Context: an optimization exercise on an open-source flow, tuned for small area and a short achievable clock period. The choices shown serve that exercise and are no tape-out recipe.
In this exercise RTL edits were held to simulation tests only and were not proved equivalent to the original.
No activity file was given, so power comes from the tool's default toggle rates.

Setup of the baseline:
==> flow/design.v (excerpt) <==
module cpuPipeline #(
	parameter int dataWidth = 16
) (
	input logic clk,
	input logic rst,
	input logic instrValid,
	input cpuPkg::instr_t instr,
	output logic wbValid,
	output cpuPkg::regAddr_t wbAddr,
	output logic [dataWidth-1:0] wbData
);
Size in the first run: roughly 42 I/O pins, roughly 26000 sq um of cells after synthesis.
clock: 7.5 ns
lec_check: 0
cap_margin: 20
core_margin: 2
core_utilization: 40
setup_slack_margin: 4.6
slew_margin: 20
run.sh (not shown) runs the stock make flow with config.mk's settings and CLKGATE_MAP_FILE= SYNTH_SCRIPT=/design/flow/synth_recipe.tcl, a recipe that flattens the netlist after the stock synthesis.
For the candidate, these inputs were changed with respect to the baseline:
- changing SETUP_SLACK_MARGIN from 4.6 to 4.0
[summary]
The candidate finished all stages; the layout is clean. Delta (the candidate minus the baseline): power drawn by the clock network lower; clock share of power decreased 2.6 points. Via count of the first global-routing pass, the candidate and the baseline: smaller value in the candidate. The baseline -> the candidate: cell depth of the worst setup path delta 0, exact match. The lower maximum frequency came out of the candidate. Summary of the candidate over the baseline: post-route non-filler standard cell count -0.35%; worst path required time -20 ps; met1 usage -1.2 points. Diff the baseline -> the candidate: power shows a reduction of 5.0%; biggest fanout along the worst timing path shows a reduction of 3; final critical-path setup slack shows a reduction of 61 ps.

========
the reference run:
cpuPipeline, a different RTL version from the one above (not shown whole).
export LEC_CHECK = 0
export CAP_MARGIN = 20
export CORE_MARGIN = 2
export CORE_UTILIZATION = 40
export SETUP_SLACK_MARGIN = 3.8
export SLEW_MARGIN = 20
create_clock -name core_clock -period 7.5 [get_ports {clk}]
standard.sh (not shown) runs the stock make flow with config.mk's settings and CLKGATE_MAP_FILE= SYNTH_SCRIPT=/design/flow/synth_recipe.tcl, a recipe that flattens the netlist after the stock synthesis.
==> flow/flow/run.sh <==
#!/bin/bash
# The standard layout (standard.sh, standard synthesis included) with two
# changes: the port buffers are buf_4 cells rather than the delay cells
# buffer_ports picks by itself, and clock tree synthesis adds no dummy loads and
# clusters up to 20 registers per leaf buffer.
set -euo pipefail
export BUFFER_PORTS_ARGS="-buffer_cell sky130_fd_sc_hd__buf_4"
export CTS_ARGS="-sink_clustering_enable -repair_clock_nets -dont_use_dummy_load -sink_clustering_size 20 -sink_clustering_max_diameter 100"
bash standard.sh > standard.log 2>&1
Input-level comparison between the trial run and the reference run:
Settings: changing SETUP_SLACK_MARGIN from 3.8 to 4.1.
Notes after the runs:
- The trial run: all stages complete, timing, DRC and antenna checks passed
- Going from the reference run to the trial run, number of buffers created by CTS shrank by a few percent.
- Quantity of gates resized following cts: the trial run vs the reference run up 97
- Diff the trial run and the reference run: total power higher in the reference run
- Total met3 wirelength after detailed routing (lower): the reference run
- Sort the trial run and the reference run by data required time of the critical path, ascending, and the trial run comes first.
- The run showing the greater wire length is the reference run.
- Taking the reference run as the reference, in the trial run fill cell instance count of the final layout shrank by about 2.6%; number of antenna violations at the first check in global routing grew by 2.
- Taking the reference run as the reference, in the trial run final hold slack now smaller; post-layout minimum cycle time now smaller; area added between synthesis and finish now larger.

========
Starting RTL as in the previous note.
==> flow/config.mk <==
export PLATFORM = sky130hd
export DESIGN_NAME = cpuPipeline
export DESIGN_NICKNAME = cpuPipeline
export VERILOG_FILES = /design/flow/design.v
export SDC_FILE = /design/flow/constraint.sdc
export NUM_CORES = 4
export LEC_CHECK = 0
export CAP_MARGIN = 20
export CORE_MARGIN = 2
export CORE_UTILIZATION = 40
export SETUP_SLACK_MARGIN = 3.8
export SLEW_MARGIN = 20
==> flow/constraint.sdc <==
create_clock -name core_clock -period 7.5 [get_ports {clk}]
set_input_delay 1.5000 -clock core_clock [delete_from_list [all_inputs] [get_ports {clk}]]
set_output_delay 1.5000 -clock core_clock [all_outputs]
set_load 0.01 [all_outputs]
==> flow/flow/run.sh <==
#!/bin/bash
# The standard layout (standard.sh, standard synthesis included) with two
# changes: the port buffers are buf_4 cells rather than the delay cells
# buffer_ports picks by itself, and clock tree synthesis adds no dummy loads.
set -euo pipefail
export BUFFER_PORTS_ARGS="-buffer_cell sky130_fd_sc_hd__buf_4"
export CTS_ARGS="-sink_clustering_enable -repair_clock_nets -dont_use_dummy_load"
bash standard.sh > standard.log 2>&1
Then changed:
==> flow/run.sh (new file) <==
#!/bin/bash
# synth_recipe.tcl (not shown) runs the flow's synth.tcl, then flattens the netlist and writes it again
# the make line also repeats each setting of config.mk as NAME=value (left out here)
make -C /OpenROAD-flow-scripts/flow DESIGN_CONFIG=/design/flow/config.mk WORK_HOME=/design/flow/orfs CLKGATE_MAP_FILE= SYNTH_SCRIPT=/design/flow/synth_recipe.tcl finish
removed: flow/flow/run.sh
removed: flow/standard.sh
What happened: The new run completed with no timing, DRC or antenna violations. Design area goes up slightly. Count of clock-buffer cells in the layout climbs by 21. Worst setup slack gets better by 68 ps. Synthesized cell count is unchanged. Core utilization climbs by 0.87 points. Critical path depth does not change. Hold slack gets better by 9.8 ps. Register-to-register slack gains 70 ps.
Then changed:
==> flow/flow/run.sh (new file) <==
#!/bin/bash
# The standard layout (standard.sh, standard synthesis included) with two
# changes: the port buffers are buf_4 cells rather than the delay cells
# buffer_ports picks by itself, and clock tree synthesis adds no dummy loads and
# clusters up to 20 registers per leaf buffer.
set -euo pipefail
export BUFFER_PORTS_ARGS="-buffer_cell sky130_fd_sc_hd__buf_4"
export CTS_ARGS="-sink_clustering_enable -repair_clock_nets -dont_use_dummy_load -sink_clustering_size 20 -sink_clustering_max_diameter 100"
bash standard.sh > standard.log 2>&1
==> flow/standard.sh (new file) <==
#!/bin/bash
# synth_recipe.tcl (not shown) runs the flow's synth.tcl, then flattens the netlist and writes it again
# the make line also repeats each setting of config.mk as NAME=value (left out here)
make -C /OpenROAD-flow-scripts/flow DESIGN_CONFIG=/design/flow/config.mk WORK_HOME=/design/flow/orfs CLKGATE_MAP_FILE= SYNTH_SCRIPT=/design/flow/synth_recipe.tcl "${@:-finish}"
- SETUP_SLACK_MARGIN: 3.8 -> 3.6
removed: flow/run.sh
- via count falls by 2.1%
- synthesized area is unchanged
- power went down by 20%
- critical path depth does not change
- final cell count falls by 1.9%
- worst setup slack got worse by 240 ps

========
Another version of the RTL of cpuPipeline (not shown whole).
For scale: roughly 2,300 cells after synthesis, roughly 42 I/O pins, roughly 26,000 um^2 of cells after synthesis.
==> flow/config.mk <==
export PLATFORM = sky130hd
export DESIGN_NAME = cpuPipeline
export DESIGN_NICKNAME = cpuPipeline
export VERILOG_FILES = /design/flow/design.v
export SDC_FILE = /design/flow/constraint.sdc
export NUM_CORES = 4
export LEC_CHECK = 0
export CAP_MARGIN = 20
export CORE_MARGIN = 2
export CORE_UTILIZATION = 40
export SETUP_SLACK_MARGIN = 4.45
export SLEW_MARGIN = 20
==> flow/constraint.sdc <==
create_clock -name core_clock -period 7.5 [get_ports {clk}]
set_input_delay 1.5000 -clock core_clock [delete_from_list [all_inputs] [get_ports {clk}]]
set_output_delay 1.5000 -clock core_clock [all_outputs]
set_load 0.01 [all_outputs]
==> flow/flow/run.sh <==
#!/bin/bash
# The standard layout (standard.sh, standard synthesis included) with two
# changes: the port buffers are buf_4 cells rather than the delay cells
# buffer_ports picks by itself, and clock tree synthesis adds no dummy loads and
# clusters up to 20 registers per leaf buffer.
set -euo pipefail
export BUFFER_PORTS_ARGS="-buffer_cell sky130_fd_sc_hd__buf_4"
export CTS_ARGS="-sink_clustering_enable -repair_clock_nets -dont_use_dummy_load -sink_clustering_size 20 -sink_clustering_max_diameter 100"
bash standard.sh > standard.log 2>&1
Next try:
Settings changed: SETUP_SLACK_MARGIN 4.45 to 4.7.
=> The new run finished clean. Clock skew grows by 0.034 ns. Total power rises by 2.1%. Final area came out higher by 1.8%. Clock power barely changes.
Next try:
Settings changed: SETUP_SLACK_MARGIN 4.7 to 3.8.
- clock-buffer cell count fell by 1
- non-clock buffer count came out lower by 119
- cell area goes down by 9.2%
- setup slack loses 0.30 ns
- clock power stays flat
Next try:
Settings changed: SETUP_SLACK_MARGIN 3.8 to 4.25.
Clock-buffer cell count went down by 1.
Maximum frequency grows by roughly a tenth.
Cell count grows by a few percent.
Sequential share of layout area shrinks by 2.5 points.
Sequential cell count is unchanged.
Power came out higher by a few percent.
Non-clock buffer count is higher by 97.
Via count rises by a few percent.
Next try:
Settings changed: SETUP_SLACK_MARGIN 4.25 to 3.95.
=> Global-route usage falls by 0.37 points; power falls by about 2%; sequential power barely changes; die area is unchanged; design area goes down by 4.9%; maximum frequency falls by 5.3%; routed wire length decreases by about 2.2%.
Next try:
Settings changed: SETUP_SLACK_MARGIN 3.95 to 4.1.
=>
- count of clock-buffer cells in the layout is unchanged
- final area climbs by 2.6%
- fmax climbs by 2.7%
- die area does not change
- setup slack gains 0.097 ns

========
## run A
cpuPipeline, a different RTL version from the one above (not shown whole).
For scale: about 420 flip-flops, roughly 42 I/O pins, roughly 26000 sq um of cells after synthesis.
## cpuPipeline
module cpuPipeline #(
	parameter int dataWidth = 16
) (
	input logic clk,
	input logic rst,
	input logic instrValid,
	input cpuPkg::instr_t instr,
	output logic wbValid,
	output cpuPkg::regAddr_t wbAddr,
	output logic [dataWidth-1:0] wbData
);
export LEC_CHECK = 0
export CAP_MARGIN = 20
export CORE_MARGIN = 2
export CORE_UTILIZATION = 40
export SETUP_SLACK_MARGIN = 3.8
export SLEW_MARGIN = 20
create_clock -name core_clock -period 7.5 [get_ports {clk}]
==> flow/flow/run.sh <==
#!/bin/bash
# The standard layout, with the port buffers made of buf_4 cells
# rather than the delay cells buffer_ports picks by itself
set -euo pipefail
export BUFFER_PORTS_ARGS="-buffer_cell sky130_fd_sc_hd__buf_4"
bash standard.sh > standard.log 2>&1
Per the final summary, run A finished and its layout is clean on timing, DRC and antenna.
Relative to run A, the following input files were edited for run B:
==> flow/run.sh (new file) <==
#!/bin/bash
# synth_recipe.tcl (not shown) runs the flow's synth.tcl, then flattens the netlist and writes it again
# the make line also repeats each setting of config.mk as NAME=value (left out here)
make -C /OpenROAD-flow-scripts/flow DESIGN_CONFIG=/design/flow/config.mk WORK_HOME=/design/flow/orfs CLKGATE_MAP_FILE= SYNTH_SCRIPT=/design/flow/synth_recipe.tcl finish
removed: flow/flow/run.sh
removed: flow/standard.sh
### Flow results
- From run A to run B the numbers moved as follows: worst setup slack before clock tree synthesis now sits lower, number of cells after detailed placement now sits lower, largest incremental delay on the critical path now sits higher.
- Compared with run A, in run B final-report max-slew violation count barely changed, final non-filler cell total dropped 29, number of buffers and inverters on the critical path climbed 1, detail-routed net length per standard cell dropped 1.6%.
What run C does differently from run B at the input level:
Settings: SETUP_SLACK_MARGIN: 3.8 -> 3.4.
==> flow/flow/run.sh (new file) <==
#!/bin/bash
# The standard layout, with the port buffers made of buf_4 cells
# rather than the delay cells buffer_ports picks by itself
set -euo pipefail
export BUFFER_PORTS_ARGS="-buffer_cell sky130_fd_sc_hd__buf_4"
bash standard.sh > standard.log 2>&1
==> flow/standard.sh (new file) <==
#!/bin/bash
# synth_recipe.tcl (not shown) runs the flow's synth.tcl, then flattens the netlist and writes it again
# the make line also repeats each setting of config.mk as NAME=value (left out here)
make -C /OpenROAD-flow-scripts/flow DESIGN_CONFIG=/design/flow/config.mk WORK_HOME=/design/flow/orfs CLKGATE_MAP_FILE= SYNTH_SCRIPT=/design/flow/synth_recipe.tcl "${@:-finish}"
removed: flow/run.sh
[summary]
Between run B and run C, the flow reports area used by sequential logic in the layout decreasing slightly. Compared with run B, run C shows a power per cell area that is 0.52% higher. On run C: final routed wire length divided by cell count is 1.5% higher than what run B gave. Global-route wire length before repair was higher in the run labelled run C. Worst setup path endpoint: decodeStage_i.exRd1[7] -> run B, decodeStage_i.registerFile_i.regs[14][11] -> run C. Reported for run C and run B, number of remaining DRC errors turned out identical to the last digit.
For run D, these inputs were changed with respect to run C:
Settings: SETUP_SLACK_MARGIN changed from 3.4 to 4.2.
Going from run C to run D, fraction of power consumed by combinational cells grows by 0.4 points.
decodeStage_i.exRd1[2] as the startpoint of the most critical setup path was reported by run D, and executeStage_i.hiLoUnit_i.hlX[18] by run C.
Comparing number of clock buffer instances in the layout for run D and run C, the smaller number came from run D.
Of run D and run C, the lower global-route usage belongs to run C.

[static timing again, ports no longer ideal]
Ports are ideal in the flow. The routed layouts listed here were re-timed in OpenROAD. Step 1: set_driving_cell puts a clkbuf_16 on clk and a buf_2 on each other input, an assumption about the parent block. Step 2 moves the port delays by t, midway between the first and last clock arrival at a register: inputs arrive t later, outputs are due t later. That takes back most of the time a late clock gives input paths. a / b / c = no drivers / after step 1 / after step 2; a / b = the first two.
run	shift t [ns]	setup slack, ns	worst register clock-pin slew, ns	worst slew at a driven data input, ns
the baseline	0.664	3.753 / 3.753 / 3.753	0.07 / 0.07	0.04
the candidate	0.647	3.692 / 3.692 / 3.421	0.07 / 0.07	0.05
the reference run	0.637	3.805 / 3.805 / 3.260	0.10 / 0.10	0.04
the trial run	0.649	3.891 / 3.891 / 3.405	0.09 / 0.09	0.04
the first run of note 3	0.631	3.771 / 3.771 / 3.250	0.06 / 0.06	0.04
the second run of note 3	0.665	3.838 / 3.838 / 3.243	0.07 / 0.07	0.05
the third run of note 3	0.637	3.600 / 3.600 / 3.032	0.10 / 0.10	0.04
the first run of note 4	0.643	4.070 / 4.070 / 3.505	0.09 / 0.09	0.04
the second run of note 4	0.639	4.034 / 4.034 / 3.580	0.09 / 0.09	0.04
the third run of note 4	0.639	3.731 / 3.731 / 3.312	0.09 / 0.09	0.04
the fourth run of note 4	0.637	4.071 / 4.071 / 3.516	0.10 / 0.10	0.06
the fifth run of note 4	0.639	3.877 / 3.877 / 3.442	0.10 / 0.10	0.04
the sixth run of note 4	0.635	3.974 / 3.974 / 3.519	0.09 / 0.09	0.04
run A	0.665	3.804 / 3.804 / 3.351	0.07 / 0.07	0.04
run B	0.669	3.786 / 3.819 / 3.150	0.07 / 0.07	0.05
run C	0.666	3.457 / 3.457 / 3.332	0.07 / 0.07	0.04
run D	0.667	3.962 / 3.962 / 3.383	0.07 / 0.07	0.04
After both steps every run listed still meets setup and hold. The setup slack of run B, which loses most, moves by +0.033 ns with the drivers and by -0.636 ns with both steps.
